From an optimization exercise on the open Yosys and OpenROAD flow, aimed at a short achievable clock period and few clock cycles per item; shortcuts taken in it are not production practice. The RTL was checked by simulation tests, not by an equivalence proof against the original design. Power and IR drop assume default switching activity.

<file path="design/flow/config.mk">
export PLATFORM = sky130hd
export DESIGN_NAME = cache_ctrl_fsm
export DESIGN_NICKNAME = cache_ctrl_fsm
export VERILOG_FILES = /design/flow/design.v
export SDC_FILE = /design/flow/constraint.sdc
export NUM_CORES = 4
export LEC_CHECK = 0
export ABC_CLOCK_PERIOD_IN_PS = 2500
export CAP_MARGIN = 20
export CORE_MARGIN = 2
export CORE_UTILIZATION = 40
export SETUP_SLACK_MARGIN = 5
export SLEW_MARGIN = 20
</file>
<file path="design/flow/constraint.sdc">
create_clock -name core_clock -period 8.0 [get_ports {clk_i}]
set_input_delay 1.6000 -clock core_clock [delete_from_list [all_inputs] [get_ports {clk_i}]]
set_output_delay 1.6000 -clock core_clock [all_outputs]
set_load 0.01 [all_outputs]
</file>
<file path="design/flow/design.v">
module cache_ctrl_fsm #(
  parameter int ADDR_W   = 32,
  parameter int INDEX_W  = 4,
  parameter int OFFSET_W = 4
) (
  input  logic                clk_i,
  input  logic                rst_i,
  input  logic                cpu_req_i,
  input  logic                cpu_we_i,
  input  logic [ADDR_W-1:0]   cpu_addr_i,
  output logic                cpu_ready_o,
  output logic                cpu_hit_o,
  output logic                busy_o,
  input  logic [1:0]          lru_way_i,
  output logic                lru_update_o,
  output logic [INDEX_W-1:0]  lru_set_o,
  output logic [1:0]          lru_access_way_o,
  output logic                mem_req_o,
  output logic                mem_we_o,
  output logic [ADDR_W-1:0]   mem_addr_o,
  input  logic                mem_ack_i,
  output logic                fill_pulse_o,
  output logic [15:0]         hit_count_o,
  output logic [15:0]         miss_count_o
);
  localparam int TAG_W = ADDR_W - INDEX_W - OFFSET_W;
  localparam int SETS  = 1 << INDEX_W;
  localparam int QW    = 4;             
  localparam int QD    = 1 << QW;       
  logic [TAG_W-1:0]   tag_mem_q [SETS][4];
  logic [3:0]         valid_q   [SETS];
  logic [3:0]         dirty_q   [SETS];
  logic [5:0]         lru_q     [SETS];    
  logic               r_valid_q, r_we_q;
  logic [TAG_W-1:0]   r_tag_q;
  logic [TAG_W-1:0]   r_tagn_q;           
  logic [INDEX_W-1:0] r_set_q;
  logic [SETS-1:0]    r_soh_q;            
  logic               b_valid_q, b_we_q;
  logic [TAG_W-1:0]   b_tag_q;
  logic [INDEX_W-1:0] b_set_q;
  logic [3:0]         b_vld_q, b_dty_q;
  logic [3:0]         b_ml_q [SETS];      
  logic [3:0]         b_mh_q [SETS];      
  logic [SETS-1:0]    b_soh_q;
  logic               b_fa_q, b_fa_teq_q;  
  logic [1:0]         b_fa_way_q;
  logic [5:0]         b_lru_q;
  logic               b_seq_q, b_teq_q;   
  logic               u_valid_q, u_hit_q, u_we_q, u_vdirty_q;
  logic [INDEX_W-1:0] u_set_q;
  logic [1:0]         u_way_q;
  logic [TAG_W-1:0]   u_tag_q;
  logic [TAG_W-1:0]   u_t4_q [4];          
  logic [3:0]         u_woh_q;             
  logic [TAG_W-1:0]   u_otag_s;            
  logic [TAG_W-1:0]   d_t4_s [4];
  logic               cq_hit_q [QD];
  logic [INDEX_W-1:0] cq_set_q [QD];
  logic [1:0]         cq_way_q [QD];
  logic [QW:0]        cq_wr_q;
  logic [QD-1:0]      cq_v_q;              
  logic [QD-1:0]      cq_rdoh_q;           
  logic               mq_wb_q   [QD];
  logic [TAG_W-1:0]   mq_vtag_q [QD];
  logic [TAG_W-1:0]   mq_tag_q  [QD];
  logic [INDEX_W-1:0] mq_set_q  [QD];
  logic [QW:0]        mq_wr_q, mq_st_q;
  logic [QD-1:0]      mq_weoh_q;           
  logic               mem_req_q, mem_we_q;
  logic [ADDR_W-1:0]  mem_addr_q;
  logic [ADDR_W-1:0]  pend_addr_q;
  logic [QD-1:0]      rd_done_q;           
  logic [QD-1:0]      inflight_q;          
  logic               busy_q;
  logic               cpu_ready_q, cpu_hit_q, fill_pulse_q;
  logic [INDEX_W-1:0] out_set_q;
  logic [1:0]         out_way_q;
  logic               unused_s;
  assign unused_s = ^{cpu_addr_i[OFFSET_W-1:0], lru_way_i};
  logic [3:0]         rv_s, rd_s;
  logic [5:0]         rl_s;
  logic               fa_s;
  logic [3:0]         faw_s;
  logic [3:0]         a_vld_s, a_dty_s;
  logic [5:0]         a_lru_s;
  always_comb begin
    for (int w = 0; w < 4; w++) begin
      rv_s[w] = 1'b0;
      rd_s[w] = 1'b0;
      for (int s = 0; s < SETS; s++) begin
        rv_s[w] = rv_s[w] | (r_soh_q[s] & valid_q[s][w]);
        rd_s[w] = rd_s[w] | (r_soh_q[s] & dirty_q[s][w]);
      end
    end
    rl_s = '0;
    for (int s = 0; s < SETS; s++) rl_s = rl_s | ({6{r_soh_q[s]}} & lru_q[s]);
    fa_s = u_valid_q && (u_set_q == r_set_q);
    for (int w = 0; w < 4; w++) begin
      faw_s[w]     = fa_s && (u_way_q == 2'(w));
      a_vld_s[w]   = rv_s[w] | faw_s[w];
      a_dty_s[w]   = faw_s[w] ? ((u_hit_q & rd_s[w]) | u_we_q) : rd_s[w];
    end
    a_lru_s = rl_s;
    if (fa_s) begin
      case (u_way_q)
        2'd0: begin a_lru_s[0] = 1'b0; a_lru_s[1] = 1'b0; a_lru_s[2] = 1'b0; end
        2'd1: begin a_lru_s[0] = 1'b1; a_lru_s[3] = 1'b0; a_lru_s[4] = 1'b0; end
        2'd2: begin a_lru_s[1] = 1'b1; a_lru_s[3] = 1'b1; a_lru_s[5] = 1'b0; end
        default: begin a_lru_s[2] = 1'b1; a_lru_s[4] = 1'b1; a_lru_s[5] = 1'b1; end
      endcase
    end
  end
  logic               fb_s;
  logic [3:0]         am_s, a_match_s;
  logic [3:0]         fbw_s, valid_s, dirty_s, match_s;
  logic [5:0]         lru_s;
  logic               hit_s, full_s, vdirty_s;
  logic [1:0]         hit_way_s, inv_way_s, old_way_s, victim_s, way_s;
  always_comb begin
    for (int w = 0; w < 4; w++) begin
      am_s[w] = 1'b0;
      for (int s = 0; s < SETS; s++) am_s[w] = am_s[w] | (b_soh_q[s] & b_ml_q[s][w] & b_mh_q[s][w]);
      a_match_s[w] = (b_fa_q && (b_fa_way_q == 2'(w))) ? b_fa_teq_q : am_s[w];
    end
    fb_s = u_valid_q && b_seq_q;
    for (int w = 0; w < 4; w++) begin
      fbw_s[w]   = fb_s && (u_way_q == 2'(w));
      valid_s[w] = b_vld_q[w] | fbw_s[w];
      dirty_s[w] = fbw_s[w] ? ((u_hit_q & b_dty_q[w]) | u_we_q) : b_dty_q[w];
      match_s[w] = fbw_s[w] ? b_teq_q : a_match_s[w];
    end
    lru_s = b_lru_q;
    if (fb_s) begin
      case (u_way_q)
        2'd0: begin lru_s[0] = 1'b0; lru_s[1] = 1'b0; lru_s[2] = 1'b0; end
        2'd1: begin lru_s[0] = 1'b1; lru_s[3] = 1'b0; lru_s[4] = 1'b0; end
        2'd2: begin lru_s[1] = 1'b1; lru_s[3] = 1'b1; lru_s[5] = 1'b0; end
        default: begin lru_s[2] = 1'b1; lru_s[4] = 1'b1; lru_s[5] = 1'b1; end
      endcase
    end
    if (lru_s[0] & lru_s[1] & lru_s[2])        old_way_s = 2'd0;
    else if (!lru_s[0] & lru_s[3] & lru_s[4])  old_way_s = 2'd1;
    else if (!lru_s[1] & !lru_s[3] & lru_s[5]) old_way_s = 2'd2;
    else                                       old_way_s = 2'd3;
    hit_s     = |match_s;
    hit_way_s = {match_s[2] | match_s[3], match_s[1] | match_s[3]};
    casez (valid_s)
      4'b???0: inv_way_s = 2'd0;
      4'b??01: inv_way_s = 2'd1;
      4'b?011: inv_way_s = 2'd2;
      default: inv_way_s = 2'd3;
    endcase
    full_s   = &valid_s;
    victim_s = full_s ? old_way_s : inv_way_s;
    vdirty_s = valid_s[victim_s] & dirty_s[victim_s];
    way_s    = hit_s ? hit_way_s : victim_s;
  end
  always_comb begin
    u_otag_s = '0;
    for (int w = 0; w < 4; w++) begin
      d_t4_s[w] = '0;
      for (int s = 0; s < SETS; s++) d_t4_s[w] = d_t4_s[w] | ({TAG_W{b_soh_q[s]}} & tag_mem_q[s][w]);
      if (fbw_s[w]) d_t4_s[w] = u_tag_q;
      u_otag_s = u_otag_s | ({TAG_W{u_woh_q[w]}} & u_t4_q[w]);
    end
  end
  logic               cq_head_hit_s, can_complete_s, accept_s, mem_free_s, read_ack_s;
  logic               cand_req_s, cand_we_s, take_s, cur_wb_s;
  logic [ADDR_W-1:0]  cand_addr_s, take_rd_addr_s;
  logic               cq_head_v_s;
  logic [INDEX_W-1:0] cq_head_set_s;
  logic [1:0]         cq_head_way_s;
  always_comb begin
    cq_head_hit_s = 1'b0;
    cq_head_v_s   = 1'b0;
    cq_head_set_s = '0;
    cq_head_way_s = '0;
    for (int i = 0; i < QD; i++) begin
      cq_head_hit_s = cq_head_hit_s | (cq_rdoh_q[i] & cq_hit_q[i]);
      cq_head_v_s   = cq_head_v_s   | (cq_rdoh_q[i] & cq_v_q[i]);
      cq_head_set_s = cq_head_set_s | ({INDEX_W{cq_rdoh_q[i]}} & cq_set_q[i]);
      cq_head_way_s = cq_head_way_s | ({2{cq_rdoh_q[i]}} & cq_way_q[i]);
    end
  end
  assign can_complete_s = cq_head_v_s && (cq_head_hit_s || rd_done_q[0]);
  assign accept_s       = cpu_req_i && !busy_q;
  assign mem_free_s  = !mem_req_q || mem_ack_i;
  assign read_ack_s  = mem_req_q && !mem_we_q && mem_ack_i;
  assign cur_wb_s    = mem_req_q && mem_we_q;
  always_comb begin
    take_rd_addr_s = {mq_tag_q[mq_st_q[QW-1:0]], mq_set_q[mq_st_q[QW-1:0]], {OFFSET_W{1'b0}}};
    take_s         = 1'b0;
    if (cur_wb_s) begin
      cand_req_s  = 1'b1;
      cand_we_s   = 1'b0;
      cand_addr_s = pend_addr_q;
    end else if (mq_wr_q != mq_st_q) begin
      take_s      = 1'b1;
      cand_req_s  = 1'b1;
      cand_we_s   = mq_wb_q[mq_st_q[QW-1:0]];
      cand_addr_s = cand_we_s ? {mq_vtag_q[mq_st_q[QW-1:0]], mq_set_q[mq_st_q[QW-1:0]], {OFFSET_W{1'b0}}}
                              : take_rd_addr_s;
    end else if (u_valid_q && !u_hit_q) begin
      take_s         = 1'b1;
      cand_req_s     = 1'b1;
      cand_we_s      = u_vdirty_q;
      take_rd_addr_s = {u_tag_q, u_set_q, {OFFSET_W{1'b0}}};
      cand_addr_s    = u_vdirty_q ? {u_otag_s, u_set_q, {OFFSET_W{1'b0}}} : take_rd_addr_s;
    end else begin
      cand_req_s  = 1'b0;
      cand_we_s   = 1'b0;
      cand_addr_s = mem_addr_q;
    end
  end
  always_ff @(posedge clk_i) begin
    if (rst_i) begin
      for (int s = 0; s < SETS; s++) valid_q[s] <= 4'd0;
    end else if (u_valid_q) begin
      valid_q[u_set_q][u_way_q] <= 1'b1;
    end
  end
  always_ff @(posedge clk_i) begin
    if (u_valid_q) begin
      dirty_q[u_set_q][u_way_q] <= (u_hit_q & dirty_q[u_set_q][u_way_q]) | u_we_q;
      if (!u_hit_q) tag_mem_q[u_set_q][u_way_q] <= u_tag_q;
      case (u_way_q)
        2'd0: begin lru_q[u_set_q][0] <= 1'b0; lru_q[u_set_q][1] <= 1'b0; lru_q[u_set_q][2] <= 1'b0; end
        2'd1: begin lru_q[u_set_q][0] <= 1'b1; lru_q[u_set_q][3] <= 1'b0; lru_q[u_set_q][4] <= 1'b0; end
        2'd2: begin lru_q[u_set_q][1] <= 1'b1; lru_q[u_set_q][3] <= 1'b1; lru_q[u_set_q][5] <= 1'b0; end
        default: begin lru_q[u_set_q][2] <= 1'b1; lru_q[u_set_q][4] <= 1'b1; lru_q[u_set_q][5] <= 1'b1; end
      endcase
    end
  end
  always_ff @(posedge clk_i) begin
    r_we_q  <= cpu_we_i;
    r_tag_q <= cpu_addr_i[ADDR_W-1 -: TAG_W];
    r_tagn_q <= ~cpu_addr_i[ADDR_W-1 -: TAG_W];
    r_set_q <= cpu_addr_i[OFFSET_W +: INDEX_W];
    for (int s = 0; s < SETS; s++) r_soh_q[s] <= (cpu_addr_i[OFFSET_W +: INDEX_W] == INDEX_W'(s));
    b_we_q    <= r_we_q;
    b_tag_q   <= r_tag_q;
    b_set_q   <= r_set_q;
    for (int s = 0; s < SETS; s++)
      for (int w = 0; w < 4; w++)
      if (s < SETS/2) begin
        b_ml_q[s][w] <= valid_q[s][w] & (tag_mem_q[s][w][TAG_W/2-1:0] == r_tag_q[TAG_W/2-1:0]);
        b_mh_q[s][w] <= (tag_mem_q[s][w][TAG_W-1:TAG_W/2] == r_tag_q[TAG_W-1:TAG_W/2]);
      end else begin
        b_ml_q[s][w] <= valid_q[s][w] & (tag_mem_q[s][w][TAG_W/2-1:0] == ~r_tagn_q[TAG_W/2-1:0]);
        b_mh_q[s][w] <= (tag_mem_q[s][w][TAG_W-1:TAG_W/2] == ~r_tagn_q[TAG_W-1:TAG_W/2]);
      end
    b_soh_q    <= r_soh_q;
    b_fa_q     <= fa_s;
    b_fa_way_q <= u_way_q;
    b_fa_teq_q <= (u_tag_q == r_tag_q);
    b_vld_q   <= a_vld_s;
    b_dty_q   <= a_dty_s;
    b_lru_q   <= a_lru_s;
    b_seq_q   <= (b_set_q == r_set_q);
    b_teq_q   <= (b_tag_q == r_tag_q);
    u_hit_q <= hit_s;
    u_vdirty_q <= vdirty_s;
    u_we_q  <= b_we_q;
    u_set_q <= b_set_q;
    u_way_q <= way_s;
    u_tag_q <= b_tag_q;
    for (int w = 0; w < 4; w++) u_t4_q[w] <= d_t4_s[w];
    for (int w = 0; w < 4; w++) u_woh_q[w] <= (way_s == 2'(w));
    if (b_valid_q) begin
      cq_hit_q[cq_wr_q[QW-1:0]]  <= hit_s;
      cq_set_q[cq_wr_q[QW-1:0]]  <= b_set_q;
      cq_way_q[cq_wr_q[QW-1:0]]  <= way_s;
    end
    for (int i = 0; i < QD; i++) begin
      if (mq_weoh_q[i]) begin
        mq_wb_q[i]   <= u_vdirty_q;
        mq_vtag_q[i] <= u_otag_s;
        mq_tag_q[i]  <= u_tag_q;
        mq_set_q[i]  <= u_set_q;
      end
    end
    if (take_s && mem_free_s) pend_addr_q <= take_rd_addr_s;
    out_set_q <= cq_head_set_s;
    out_way_q <= cq_head_way_s;
  end
  always_ff @(posedge clk_i) begin
    if (rst_i) begin
      r_valid_q    <= 1'b0;
      b_valid_q    <= 1'b0;
      u_valid_q    <= 1'b0;
      cq_wr_q      <= '0;
      cq_v_q       <= '0;
      cq_rdoh_q    <= QD'(1);
      mq_wr_q      <= '0;
      mq_weoh_q    <= '0;
      mq_st_q      <= '0;
      mem_req_q    <= 1'b0;
      mem_we_q     <= 1'b0;
      mem_addr_q   <= '0;
      rd_done_q    <= '0;
      inflight_q   <= '0;
      busy_q       <= 1'b0;
      cpu_ready_q  <= 1'b0;
      cpu_hit_q    <= 1'b0;
      fill_pulse_q <= 1'b0;
    end else begin
      r_valid_q <= accept_s;
      b_valid_q <= r_valid_q;
      u_valid_q <= b_valid_q;
      if (u_valid_q && !u_hit_q) mq_wr_q <= mq_wr_q + 1'b1;
      for (int i = 0; i < QD; i++)
        mq_weoh_q[i] <= b_valid_q && ((mq_wr_q[QW-1:0] + QW'(u_valid_q && !u_hit_q)) == QW'(i));
      if (b_valid_q) begin
        cq_wr_q <= cq_wr_q + 1'b1;
      end
      if (mem_free_s) begin
        mem_req_q  <= cand_req_s;
        mem_we_q   <= cand_we_s;
        mem_addr_q <= cand_addr_s;
        if (take_s) mq_st_q <= mq_st_q + 1'b1;
      end
      case ({read_ack_s, can_complete_s && !cq_head_hit_s})
        2'b10:   rd_done_q <= {rd_done_q[QD-2:0], 1'b1};
        2'b01:   rd_done_q <= {1'b0, rd_done_q[QD-1:1]};
        default: rd_done_q <= rd_done_q;
      endcase
      for (int i = 0; i < QD; i++)
        cq_v_q[i] <= (b_valid_q && (cq_wr_q[QW-1:0] == QW'(i)))
                   | (cq_v_q[i] && !(can_complete_s && cq_rdoh_q[i]));
      if (can_complete_s) cq_rdoh_q <= {cq_rdoh_q[QD-2:0], cq_rdoh_q[QD-1]};
      cpu_ready_q  <= can_complete_s;
      cpu_hit_q    <= can_complete_s && cq_head_hit_s;
      fill_pulse_q <= can_complete_s && !cq_head_hit_s;
      case ({accept_s, can_complete_s})
        2'b10:   inflight_q <= {inflight_q[QD-2:0], 1'b1};
        2'b01:   inflight_q <= {1'b0, inflight_q[QD-1:1]};
        default: inflight_q <= inflight_q;
      endcase
      busy_q <= (accept_s && !can_complete_s) ? inflight_q[QD-2]
              : (accept_s || !can_complete_s) ? inflight_q[QD-1]
              : 1'b0;
    end
  end
  assign cpu_ready_o      = cpu_ready_q;
  assign cpu_hit_o        = cpu_hit_q;
  assign busy_o           = busy_q;
  assign lru_update_o     = cpu_ready_q;
  assign lru_set_o        = out_set_q;
  assign lru_access_way_o = out_way_q;
  assign mem_req_o        = mem_req_q;
  assign mem_we_o         = mem_we_q;
  assign mem_addr_o       = mem_addr_q;
  assign fill_pulse_o     = fill_pulse_q;
  logic [15:0] hit_cnt_q, miss_cnt_q;
  always_ff @(posedge clk_i) begin
    if (rst_i) begin
      hit_cnt_q  <= 16'd0;
      miss_cnt_q <= 16'd0;
    end else if (cpu_ready_q) begin
      if (cpu_hit_q) begin
        if (hit_cnt_q != 16'hFFFF) hit_cnt_q <= hit_cnt_q + 16'd1;
      end else begin
        if (miss_cnt_q != 16'hFFFF) miss_cnt_q <= miss_cnt_q + 16'd1;
      end
    end
  end
  assign hit_count_o  = hit_cnt_q;
  assign miss_count_o = miss_cnt_q;
endmodule
</file>
<file path="design/flow/run.sh">
#!/bin/bash
# synth_recipe.tcl (not shown) runs the flow's synth.tcl, then flattens the netlist and writes it again
# the make line also repeats each setting of config.mk as NAME=value (left out here)
make -C /OpenROAD-flow-scripts/flow DESIGN_CONFIG=/design/flow/config.mk WORK_HOME=/design/flow/orfs CLKGATE_MAP_FILE= SYNTH_SCRIPT=/design/flow/synth_recipe.tcl finish
</file>
==> flow_metrics.tcl, run 1 <==
set metrics [dict create \
    async_reset_ff_share_pct 0 \
    max_cap_viol_count 0 \
    drt-total-wl_um 535000 \
    ios 116 \
    p_clk_share_pct 41.8 \
    track_usage_pct 29.4 \
    num_vias 95800 \
    hpwl_um 324000 \
    drt_pass1_iterations 8 \
    area_growth_pct 15.0 \
    ys.flop_type "edfxtp_1" \
    drive_gt1_share_pct 14.3 \
    grt_pass1_wl_um 730000 \
    core.rowCount 215 \
    clk_path_buf_depth 4 \
    dp.cells 14200 \
    worst_ir_drop_vdd_mv 0.211 \
    synth.area.top_cells "edfxtp_1 (60%), dfxtp_1 (8.2%), xor2_1 (5.3%), xnor2_1 (5.1%), a22oi_1 (3.6%)" \
    fin_hold_ws_ns 0.350 \
    start_kind "flop" \
    core_area_mm2 0.343 \
    clk_latency_ns 0.97 \
    yosys-top-cells-count "edfxtp_1 (2748), xor2_1 (828), xnor2_1 (804), a22oi_1 (670), nor2_1 (639)" \
    crit_path_end_kind "output pin" \
    wl_per_cell_um 35.8 \
    fin_crit_sh_pct 38.7 \
    detail-route-antenna-nets 0 \
    power.share.combinational_pct 9.7 \
    yosysMostFrequentCell "edfxtp_1" \
    clock_skew_ns 0.0552 \
    fin_nets 10200 \
    critPathMaxFanout 3 \
    synth_area_per_cell_um2 13.9 \
    yosysTopAreaCellShare_pct 59.7 \
    min-delay-path-class "flop to flop" \
    antenna_found_initial 16 \
    rsz0062_at_grt "true" \
    h-tree-depth 5 \
    finalCriticalPeriod_ns 3.10 \
    pwr_density_cell_mw_per_mm2 254 \
    synth_cells 9967 \
    power.internal_mw 30.1 \
    die_w_um 592 \
    p_leak_nw 51.1 \
    setup_viol 0 \
    io_buffer_count 105 \
    drc 0 \
    seq_power_share_pct 48.5 \
    synth_cell_types 89 \
    cts_root_buf "clkbuf_16" \
    grt_max_degree 87 \
    p_sw_mw 10.2 \
    numClockSinks 3312 \
    p_sw_share_pct 25.3 \
    synth_enable_flop_cells 2748 \
    drt_iter0_drc 14600 \
    ys_warn_count 9 \
    final_cells 15000 \
    slew_violations 0 \
    fill_cells 30000 \
    slew_headroom_pct 14.4 \
    yosysSeqAreaShare_pct 67.9 \
    p_total_mw 40.4 \
    syn_area_mm2 0.138 \
    cts.clk_slew.worst_paths_ns 0.07 \
    synth_area_leader_cell "edfxtp_1" \
    via_per_inst 6.40 \
    arrival_ns 1.50 \
    initial_core_util_pct 40.2 \
    crit_type "flop to output pin" \
    grt_pass1_vias 92300 \
    finalHoldViolCount 0 \
    cts_tree "done" \
    ys_seq_elements 3312 \
    tightestPinTransition_ns 1.28 \
    fin_setup_tns_ns 0 \
    place_congestion 0.953 \
    dieArea_mm2 0.350 \
    cts_buffers 351 \
    dieHeight_um 592 \
    status "timing/DRC/antenna clean" \
    fmax_ghz 0.323 \
    critical_path_required_ns 6.40 \
    grt-ovfl-total 0 \
]
[routing by layer]
metal	track usage [%]	routed length [µm]	vias to the layer above
met5	0	23	-
met4	17.6	37400	4
met3	5.65	61200	1609
met2	46.0	241000	7355
met1	38.1	195000	48400
li1	-	-	38400
[registers in the layout, indices dropped and copies added, names as in the netlist, 28 cells and up]
| signal | cells |
|---|---|
| cq_way_q | 32 |
| mq_vtag_q | 384 |
| dirty_q | 64 |
| pend_addr_q | 28 |
| mem_addr_q | 28 |
| tag_mem_q | 1536 |
| b_ml_q | 64 |
| cq_set_q | 64 |
| u_t4_q | 96 |
| mq_set_q | 64 |
| valid_q | 64 |
| mq_tag_q | 384 |
| lru_q | 96 |
| b_mh_q | 64 |
[timing repair]
| item | in CTS | in global routing |
|---|---|---|
| endpoints found under the setup margin | 991 | 853 |
| gates cloned | 8 | 5 |
| buffers inserted | 68 | 30 |
| pin swaps | 15 | 15 |
| endpoints found under the hold margin | 0 | 0 |
| resized for setup | 608 | 56 |
| hold buffers | 0 | 0 |
[cell type report]
type / instances / area (µm²) / share of cell area, %
diodes: 5 / 12.5 / 0.00788
clock buffers: 474 / 10000 / 6.31
clock inverters: 177 / 1860 / 1.17
flip-flops and latches: 3312 / 94300 / 59.3
inverters: 93 / 363 / 0.228
well taps: 4557 / 5700 / 3.59
multi-input cells: 5831 / 41700 / 26.2
repair buffers: 504 / 4980 / 3.14
[layout by cell type, fill, tap and decap left out, drive strengths merged, types with 98 or more instances in the layout]
cell type	n
clkinv	116
buf	463
dfxtp	564
edfxtp	2748
nand2	261
nand4	386
xnor2	804
o21ai	151
a22oi	670
xor2	828
a21oi	195
clkbuf	482
nor3	261
a221oi	284
a22o	262
nand3	356
nor2	643
nor4	98
inv	113
[critical path, cell delays in order (launching register included)]
cell     delay (ns)
dfxtp_2        0.34
buf_6          0.12
buf_6          0.11
[power by group through the flow]
stage                     logic [mW]  registers (mW)  clock network (mW)
after global routing            4.06            19.6                17.6
after CTS                       3.77            19.5                16.9
after global placement          3.49            19.9                   0
final                           3.92            19.6                16.9
after detailed placement        3.51            19.9                   0
after floorplan                 2.02            19.7                   0
[kinds of logic (layout without fill, tap and decap cells)]
family / after synthesis / in the layout / synth area share [%]
other cells: 1 / 9 / 0.00272
mux: 117 / 117 / 1.06
flops: 3312 / 3312 / 67.9
fa+ha+maj: 21 / 21 / 0.190
buf+inv: 833 / 1248 / 2.46
compound gates: 1823 / 1825 / 10.0
xor+xnor: 1632 / 1632 / 10.3
simple gates: 2228 / 2232 / 7.98
[path summary, 6_finish.rpt]
check                    from             to  slack [ns]  cells after the start
setup reg to reg  r_tagn_q[2]  b_ml_q[14][3]        4.90                      5
hold reg to reg   b_tag_q[13]    u_tag_q[13]        0.35                      0
setup / recovery  cpu_ready_q    cpu_ready_o        4.90                      2
hold / removal    b_tag_q[13]    u_tag_q[13]        0.35                      0
[metrics by stage]
stage	setup slack, ns	utilization [%]	cell area, µm²
2_1_floorplan	4.74	-	138000
3_3_place_gp	3.92	42.2	145000
3_5_place_dp	3.80	42.2	145000
4_1_cts	4.84	46.1	158000
5_1_grt	4.86	46.3	159000
6_report	4.90	46.3	159000
Testbench counts, summed over its fixed seeds: cycles 93,308, accesses 48,000.
==> run 2: changes to the inputs <==
==> design/flow/config.mk (replaced) <==
export PLATFORM = sky130hd
export DESIGN_NAME = cache_ctrl_fsm
export DESIGN_NICKNAME = cache_ctrl_fsm
export VERILOG_FILES = /design/flow/design.v
export SDC_FILE = /design/flow/constraint.sdc
export NUM_CORES = 4
export LEC_CHECK = 0
export CAP_MARGIN = 20
export CORE_MARGIN = 2
export CORE_UTILIZATION = 50
export SETUP_SLACK_MARGIN = 5
export SLEW_MARGIN = 20
==> run 2 against run 1 <==
Against the previous run:
- still clean
- non-clock buffer count is 30 higher
- clock power hardly changed
- via count is 1.2% higher
- clock skew hardly changed
- register-to-register slack worse by 0.09 ns
- total power is 0.23% lower
- setup slack worse by 0.086 ns
- utilization is 11 points higher
- hold slack worse by 0.035 ns
- fmax is 2.7% lower
- critical path type is now flop to flop
==> flow_metrics.tcl, run 2 <==
set metrics [dict create \
    final_area_mm2 0.158 \
    io_buffer_count 105 \
    dieArea_mm2 0.280 \
    drc 0 \
    drive_gt1_share_pct 14.5 \
    worst_ir_drop_vdd_mv 0.192 \
    slew_violations 0 \
    detail-route-antenna-nets 0 \
    fin_hold_ws_ns 0.315 \
    clock_skew_ns 0.0552 \
    fin_util_pct 57.6 \
    crit_start "u_valid_q" \
    yosysMostFrequentCell "edfxtp_1" \
    ys_seq_elements 3312 \
    dp.cells 13300 \
    hpwl_um 327000 \
    core_area_mm2 0.274 \
    finalHoldViolCount 0 \
    clk_path_buf_depth 4 \
    finalCriticalPeriod_ns 3.18 \
    ios 116 \
    die_w_um 530 \
    grt_max_degree 127 \
    syn_area_mm2 0.138 \
    critPathMaxFanout 21 \
    fmax_ghz 0.314 \
    async_reset_ff_share_pct 0 \
    setup_viol 0 \
    max_cap_viol_count 0 \
    synth.area.top_cells "edfxtp_1 (60%), dfxtp_1 (8.2%), xor2_1 (5.3%), xnor2_1 (5.1%), a22oi_1 (3.6%)" \
    arrival_ns 3.72 \
    seq_power_share_pct 48.6 \
    rsz0062_at_grt "true" \
    yosysSeqAreaShare_pct 67.9 \
    drt-total-wl_um 541000 \
    core.rowCount 192 \
    most-common-layout-cells "edfxtp_1 (2748), xor2_1 (828), xnor2_1 (804)" \
    p_sw_mw 10.1 \
    wl_per_cell_um 38.4 \
    yosys-top-cells-count "edfxtp_1 (2748), xor2_1 (828), xnor2_1 (804), a22oi_1 (670), nor2_1 (639)" \
    synth_cell_types 89 \
    synth_enable_flop_cells 2748 \
    antenna_found_initial 29 \
    start_kind "flop" \
    drt_iter0_drc 17200 \
    tightestPinTransition_ns 1.29 \
    grt-ovfl-total 0 \
    h-tree-depth 5 \
    worstHoldStart "r_we_q" \
    p_clk_share_pct 41.4 \
    fin_ws_ns 4.82 \
    synth_area_per_cell_um2 13.9 \
    largest_register_ffs 1536 \
    power.share.combinational_pct 10.0 \
    synth_area_leader_cell "edfxtp_1" \
    p_sw_share_pct 25.1 \
    initial_core_util_pct 50.4 \
    fin_nets 10200 \
    p_total_mw 40.3 \
    dpl-instance-area_mm2 0.144 \
    regMostFlops "tag_mem_q" \
    fin_crit_sh_pct 39.8 \
    cts_root_buf "clkbuf_16" \
    grt_pass1_wl_um 737000 \
    grt_pass1_vias 92400 \
    place_congestion 0.976 \
    synth_cells 9967 \
    num_vias 96900 \
    dieHeight_um 530 \
    yosysTopAreaCellShare_pct 59.7 \
    cts_tree "done" \
    status "timing/DRC/antenna clean" \
    via_per_inst 6.86 \
    reg2reg_from "u_valid_q" \
    critical_path_required_ns 8.53 \
    area_growth_pct 14.3 \
    top_regs "tag_mem_q x1536, mq_tag_q x384, mq_vtag_q x384" \
    fin_setup_tns_ns 0 \
    cts_buffers 352 \
    fill_cells 21600 \
    final_common_cell "edfxtp_1" \
    power.internal_mw 30.2 \
    p_leak_nw 51.1 \
    cts.clk_slew.worst_paths_ns 0.06 \
    min-delay-path-class "flop to flop" \
    numClockSinks 3312 \
    ys.flop_type "edfxtp_1" \
    final_cells 14100 \
    pwr_density_cell_mw_per_mm2 255 \
    rrSetupSlack_ns 4.82 \
    track_usage_pct 37.7 \
    crit_type "flop to flop" \
    pre_cts_ws_ns 3.26 \
    slew_headroom_pct 14.2 \
    drt_pass1_iterations 9 \
    crit_path_end_kind "flop" \
    ys_warn_count 9 \
    clk_latency_ns 0.95 \
]
run 2: critical path, cell delays in order (launching register included):
cell,delay [ns]
dfxtp_1,0.32
buf_4,0.30
nand2b_1,0.12
buf_4,0.26
or3_1,0.88
nor2_4,0.82
run 2: layer usage:
layer / up-vias / global-route usage, % / share of wire (%)
li1: 38500 / - / -
met1: 48600 / 49.2 / 36
met2: 8068 / 56.5 / 44
met3: 1774 / 9.47 / 13
met4: 26 / 23.6 / 7.5
met5: - / 0 / 0.030
run 2: final timing paths:
| kind | end | depth (start not counted) |
|---|---|---|
| worst min-delay path | b_we_q | 0 |
| worst min register to register | b_we_q | 0 |
| worst max-delay path | tag_mem_q[43][12] | 5 |
| worst max register to register | tag_mem_q[43][12] | 5 |
run 2: cells by family after synthesis:
logic type | Yosys count | share of synthesized area, %
AND/OR/NAND/NOR | 2228 | 7.98
other | 1 | 0.00272
flip-flops | 3312 | 67.9
adder cells (fa/ha/maj) | 21 | 0.190
multiplexers | 117 | 1.06
XOR/XNOR | 1632 | 10.3
AO/OA/AOI/OAI | 1823 | 10.0
buffers and inverters | 833 | 2.46
run 2: what timing repair did:
action / CTS / global route
resized for setup: 570 / 72
setup endpoints to repair: 1151 / 425
hold endpoints to repair: 0 / 0
gates cloned: 15 / 4
pin swaps: 29 / 12
hold buffers: 0 / 0
buffers inserted: 93 / 26
run 2: layout make-up:
type | count | area, µm² | area share [%]
well taps | 3686 | 4610 | 2.92
clock inverters | 143 | 1500 | 0.952
clock buffers | 501 | 10200 | 6.43
diodes | 6 | 15.0 | 0.00951
inverters | 93 | 365 | 0.231
repair buffers | 534 | 4950 | 3.13
multi-input cells | 5841 | 42000 | 26.6
flip-flops and latches | 3312 | 94300 | 59.7
run 2: power by group through the flow:
stage          combinational, mW  clock (mW)  sequential (mW)
3_5_place_dp                3.56           0             19.9
6_report                    4.02        16.7             19.6
3_3_place_gp                3.53           0             19.9
2_1_floorplan               2.02           0             19.7
5_1_grt                     4.16        17.3             19.6
4_1_cts                     3.87        16.7             19.6
==> run 3: changes to the inputs <==
--- a/design/flow/design.v
+++ b/design/flow/design.v
@@ -33,7 +33,6 @@
   logic [5:0]         lru_q     [SETS];    
   logic               r_valid_q, r_we_q;
   logic [TAG_W-1:0]   r_tag_q;
-  logic [TAG_W-1:0]   r_tagn_q;           
   logic [INDEX_W-1:0] r_set_q;
   logic [SETS-1:0]    r_soh_q;            
   logic               b_valid_q, b_we_q;
@@ -51,10 +50,8 @@
   logic [INDEX_W-1:0] u_set_q;
   logic [1:0]         u_way_q;
   logic [TAG_W-1:0]   u_tag_q;
-  logic [TAG_W-1:0]   u_t4_q [4];          
-  logic [3:0]         u_woh_q;             
+  logic [3:0]         u_lvoh_q [SETS];     
   logic [TAG_W-1:0]   u_otag_s;            
-  logic [TAG_W-1:0]   d_t4_s [4];
   logic               cq_hit_q [QD];
   logic [INDEX_W-1:0] cq_set_q [QD];
   logic [1:0]         cq_way_q [QD];
@@ -158,12 +155,9 @@
   end
   always_comb begin
     u_otag_s = '0;
-    for (int w = 0; w < 4; w++) begin
-      d_t4_s[w] = '0;
-      for (int s = 0; s < SETS; s++) d_t4_s[w] = d_t4_s[w] | ({TAG_W{b_soh_q[s]}} & tag_mem_q[s][w]);
-      if (fbw_s[w]) d_t4_s[w] = u_tag_q;
-      u_otag_s = u_otag_s | ({TAG_W{u_woh_q[w]}} & u_t4_q[w]);
-    end
+    for (int s = 0; s < SETS; s++)
+      for (int w = 0; w < 4; w++)
+        u_otag_s = u_otag_s | ({TAG_W{u_lvoh_q[s][w]}} & tag_mem_q[s][w]);
   end
   logic               cq_head_hit_s, can_complete_s, accept_s, mem_free_s, read_ack_s;
   logic               cand_req_s, cand_we_s, take_s, cur_wb_s;
@@ -235,7 +229,6 @@
   always_ff @(posedge clk_i) begin
     r_we_q  <= cpu_we_i;
     r_tag_q <= cpu_addr_i[ADDR_W-1 -: TAG_W];
-    r_tagn_q <= ~cpu_addr_i[ADDR_W-1 -: TAG_W];
     r_set_q <= cpu_addr_i[OFFSET_W +: INDEX_W];
     for (int s = 0; s < SETS; s++) r_soh_q[s] <= (cpu_addr_i[OFFSET_W +: INDEX_W] == INDEX_W'(s));
     b_we_q    <= r_we_q;
@@ -243,12 +236,9 @@
     b_set_q   <= r_set_q;
     for (int s = 0; s < SETS; s++)
       for (int w = 0; w < 4; w++)
-      if (s < SETS/2) begin
+      begin
         b_ml_q[s][w] <= valid_q[s][w] & (tag_mem_q[s][w][TAG_W/2-1:0] == r_tag_q[TAG_W/2-1:0]);
         b_mh_q[s][w] <= (tag_mem_q[s][w][TAG_W-1:TAG_W/2] == r_tag_q[TAG_W-1:TAG_W/2]);
-      end else begin
-        b_ml_q[s][w] <= valid_q[s][w] & (tag_mem_q[s][w][TAG_W/2-1:0] == ~r_tagn_q[TAG_W/2-1:0]);
-        b_mh_q[s][w] <= (tag_mem_q[s][w][TAG_W-1:TAG_W/2] == ~r_tagn_q[TAG_W-1:TAG_W/2]);
       end
     b_soh_q    <= r_soh_q;
     b_fa_q     <= fa_s;
@@ -265,8 +255,8 @@
     u_set_q <= b_set_q;
     u_way_q <= way_s;
     u_tag_q <= b_tag_q;
-    for (int w = 0; w < 4; w++) u_t4_q[w] <= d_t4_s[w];
-    for (int w = 0; w < 4; w++) u_woh_q[w] <= (way_s == 2'(w));
+    for (int s = 0; s < SETS; s++)
+      for (int w = 0; w < 4; w++) u_lvoh_q[s][w] <= b_soh_q[s] && (victim_s == 2'(w));
     if (b_valid_q) begin
       cq_hit_q[cq_wr_q[QW-1:0]]  <= hit_s;
       cq_set_q[cq_wr_q[QW-1:0]]  <= b_set_q;
--- a/design/flow/config.mk
+++ b/design/flow/config.mk
@@ -5,8 +5,9 @@
 export SDC_FILE = /design/flow/constraint.sdc
 export NUM_CORES = 4
 export LEC_CHECK = 0
+export ABC_CLOCK_PERIOD_IN_PS = 2500
 export CAP_MARGIN = 20
 export CORE_MARGIN = 2
-export CORE_UTILIZATION = 50
+export CORE_UTILIZATION = 40
 export SETUP_SLACK_MARGIN = 5
 export SLEW_MARGIN = 20
==> run 3 against run 2 <==
Against the previous run:
- wire length is 31% higher
- largest power group unchanged
- sequential share of layout area is 2.4 points lower
- via count is 2.4% higher
- utilization is 9.3 points lower
- still clean
- cell count is 3.7% higher
==> flow_metrics.tcl, run 3 <==
set metrics [dict create \
    finalCriticalPeriod_ns 3.29 \
    slew_violations 0 \
    arrival_ns 4.11 \
    cts_tree "done" \
    fmax_ghz 0.304 \
    h-tree-depth 5 \
    pre_cts_ws_ns 2.93 \
    worstHoldStart "b_we_q" \
    fin_setup_tns_ns 0 \
    yosys-top-cells-count "edfxtp_1 (2748), xnor2_1 (1315), dfxtp_1 (504), a22o_1 (495), a221oi_1 (484)" \
    grt_pass1_wl_um 897000 \
    finalHoldViolCount 0 \
    place_congestion 1.09 \
    initial_core_util_pct 40.2 \
    synth_area_leader_cell "edfxtp_1" \
    async_reset_ff_share_pct 0 \
    min-delay-path-class "flop to flop" \
    yosysTopAreaCellShare_pct 61.1 \
    grt_pass1_vias 89800 \
    max_cap_viol_count 0 \
    rsz0062_at_grt "true" \
    dieHeight_um 585 \
    area_growth_pct 20.2 \
    crit_type "flop to flop" \
    ios 116 \
    core_area_mm2 0.336 \
    p_leak_nw 51.4 \
    p_total_mw 40.3 \
    fin_nets 9832 \
    drt_pass1_iterations 7 \
    regMostFlops "tag_mem_q" \
    wl_met3_um 103000 \
    worst_ir_drop_vdd_mv 0.192 \
    track_usage_pct 39.8 \
    critical_path_required_ns 8.83 \
    critPathSlowestCell "or4_4" \
    ys_warn_count 8 \
    critPathMaxFanout 13 \
    largest_register_ffs 1536 \
    dp.cells 13700 \
    drt_iter0_drc 17800 \
    io_buffer_count 105 \
    drc 0 \
    synth_cells 9284 \
    crit_path_end_kind "flop" \
    multi_input_area_mm2 0.0438 \
    cpPeakStageDelay_ns 0.75 \
    cts_buffers 355 \
    clk_path_buf_depth 4 \
    status "timing/DRC/antenna clean" \
    core.rowCount 213 \
    synth.area.top_cells "edfxtp_1 (61%), xnor2_1 (8.5%), dfxtp_1 (7.5%), a22o_1 (3.2%), a221oi_1 (3.1%)" \
    grt-ovfl-total 0 \
    synth_area_per_cell_um2 14.5 \
    start_kind "flop" \
    numClockSinks 3252 \
    most-common-layout-cells "edfxtp_1 (2748), xnor2_1 (1315), a22o_1 (455)" \
    drive_gt1_share_pct 19.9 \
    hpwl_um 467000 \
    ys.flop_type "edfxtp_1" \
    final-seq-area_mm2 0.0931 \
    dr.max_layer_used "met5" \
    grt_max_degree 114 \
    synth_cell_types 77 \
    slew_headroom_pct 18.9 \
    drt-total-wl_um 707000 \
    synth_enable_flop_cells 2748 \
    final_common_cell "edfxtp_1" \
    via_per_inst 6.77 \
    final_cells 14600 \
    fin_ws_ns 4.71 \
    cts_root_buf "clkbuf_16" \
    fill_cells 28900 \
    clock_skew_ns 0.0505 \
    die_w_um 585 \
    wl_met2_um 292000 \
    setup_viol 0 \
    crit_start "u_lvoh_q[9][2]" \
    syn_area_mm2 0.135 \
    num_vias 99200 \
    top_regs "tag_mem_q x1536, mq_tag_q x384, mq_vtag_q x384" \
    yosysSeqAreaShare_pct 68.6 \
    dieArea_mm2 0.342 \
    met1Wirelength_um 258000 \
    detail-route-antenna-nets 0 \
    cts.clk_slew.worst_paths_ns 0.06 \
    wl_per_cell_um 48.3 \
    yosysMostFrequentCell "edfxtp_1" \
    ys_seq_elements 3252 \
    tightestPinTransition_ns 1.22 \
    clk_latency_ns 0.97 \
    fin_crit_sh_pct 41.1 \
    reg2reg_from "u_lvoh_q[9][2]" \
    crit_chain "buf_6 > a221oi_2 > nand4_1 > or4_4 > buf_12 > mux2i_1 > o2bb2ai_1 > a221o_1" \
    antenna_found_initial 73 \
    pwr_density_cell_mw_per_mm2 248 \
]
-- run 3: final timing paths --
| kind | slack (ns) | end | cells past startpoint |
|---|---|---|---|
| setup / recovery | 4.71 | mem_addr_q[16] | 8 |
| hold / removal | 0.33 | u_we_q | 0 |
| setup reg to reg | 4.71 | mem_addr_q[16] | 8 |
| hold reg to reg | 0.33 | u_we_q | 0 |
-- run 3: report_power, final --
group | switching, mW | internal [mW]
combinational | 2.69 | 1.44
sequential | 0.494 | 18.8
clock | 7.17 | 9.72
total | 10.4 | 29.9
-- run 3: cells by family after synthesis --
| logic type | count (synthesis) | share of synthesized area [%] |
|---|---|---|
| DFF | 3252 | 68.6 |
| and+or+nand+nor | 1822 | 7.07 |
| AOI/OAI and AO/OA | 1719 | 10.2 |
| xor gates and xnor gates | 1630 | 10.6 |
| buffers and inverters | 672 | 1.94 |
| muxes | 167 | 1.46 |
| adders and majority gates | 21 | 0.195 |
| other | 1 | 0.00278 |
-- run 3: metal layers --
layer	vias to the layer above	track usage, %
li1	37200	-
met1	51500	51.3
met2	8538	56.6
met3	1837	15.6
met4	42	23.2
met5	-	0
-- run 3: stage by stage --
stage / instance area, µm² / util [%] / hold WS, ns
6_report: 162000 / 48.3 / 0.330
3_5_place_dp: 143000 / 42.6 / 0.316
5_1_grt: 162000 / 48.2 / 0.328
2_1_floorplan: 135000 / - / 0.310
3_3_place_gp: 143000 / 42.5 / 0.321
4_1_cts: 160000 / 47.5 / 0.328
-- run 3: worst max-delay path, delay by kind of cell (launching register included) --
| family | cells | cell delay (ns) |
|---|---|---|
| muxes | 1 | 0.15 |
| buffers and inverters | 2 | 0.44 |
| AOI/OAI and AO/OA | 3 | 0.78 |
| DFF | 1 | 0.46 |
| and+or+nand+nor | 2 | 1.28 |
-- run 3: timing repair --
item | in CTS | in global routing
endpoints found under the setup margin | 2442 | 335
cloned | 16 | 12
pin swaps | 95 | 90
gates resized for setup | 1048 | 235
endpoints found under the hold margin | 0 | 0
setup buffers | 160 | 80
hold buffers | 0 | 0
-- run 3: area by class of cell --
cell class	count	share of cell area (%)
flip-flops and latches	3252	57.4
well taps	4515	3.48
clock buffers	479	6.18
multi-input cells	5375	27.0
diodes	50	0.0771
inverters	61	0.160
repair buffers	727	4.74
clock inverters	180	1.04
Testbench counts of run 3, summed over its fixed seeds: cycles 93,308, accesses 48,000.

-- port drivers added, routing unchanged --
Ports are ideal in the flow. The routed layouts listed here were re-timed in OpenROAD.
Step 1, drivers: a clkbuf_16 drives clk_i and a buf_2 each remaining input, both assumed.
Step 2 also shifts input and output timing later by t, the mid clock arrival at the registers, as if the neighbouring blocks saw the same clock.
Three values: ideal ports, drivers, drivers and shift; two values: the first two.
| run | t (ns) | setup WS [ns] | worst register clock-pin slew, ns |
|---|---|---|---|
| run 1 | 1.069 | 4.903 / 4.777 / 4.130 | 0.07 / 0.07 |
| run 2 | 1.006 | 4.817 / 4.817 / 4.152 | 0.07 / 0.07 |
| run 3 | 1.050 | 4.713 / 4.713 / 4.215 | 0.07 / 0.07 |
After both steps every run listed still meets setup and hold. For run 1, which loses most, drivers alone change the setup slack by -0.126 ns; drivers and shift together by -0.773 ns.
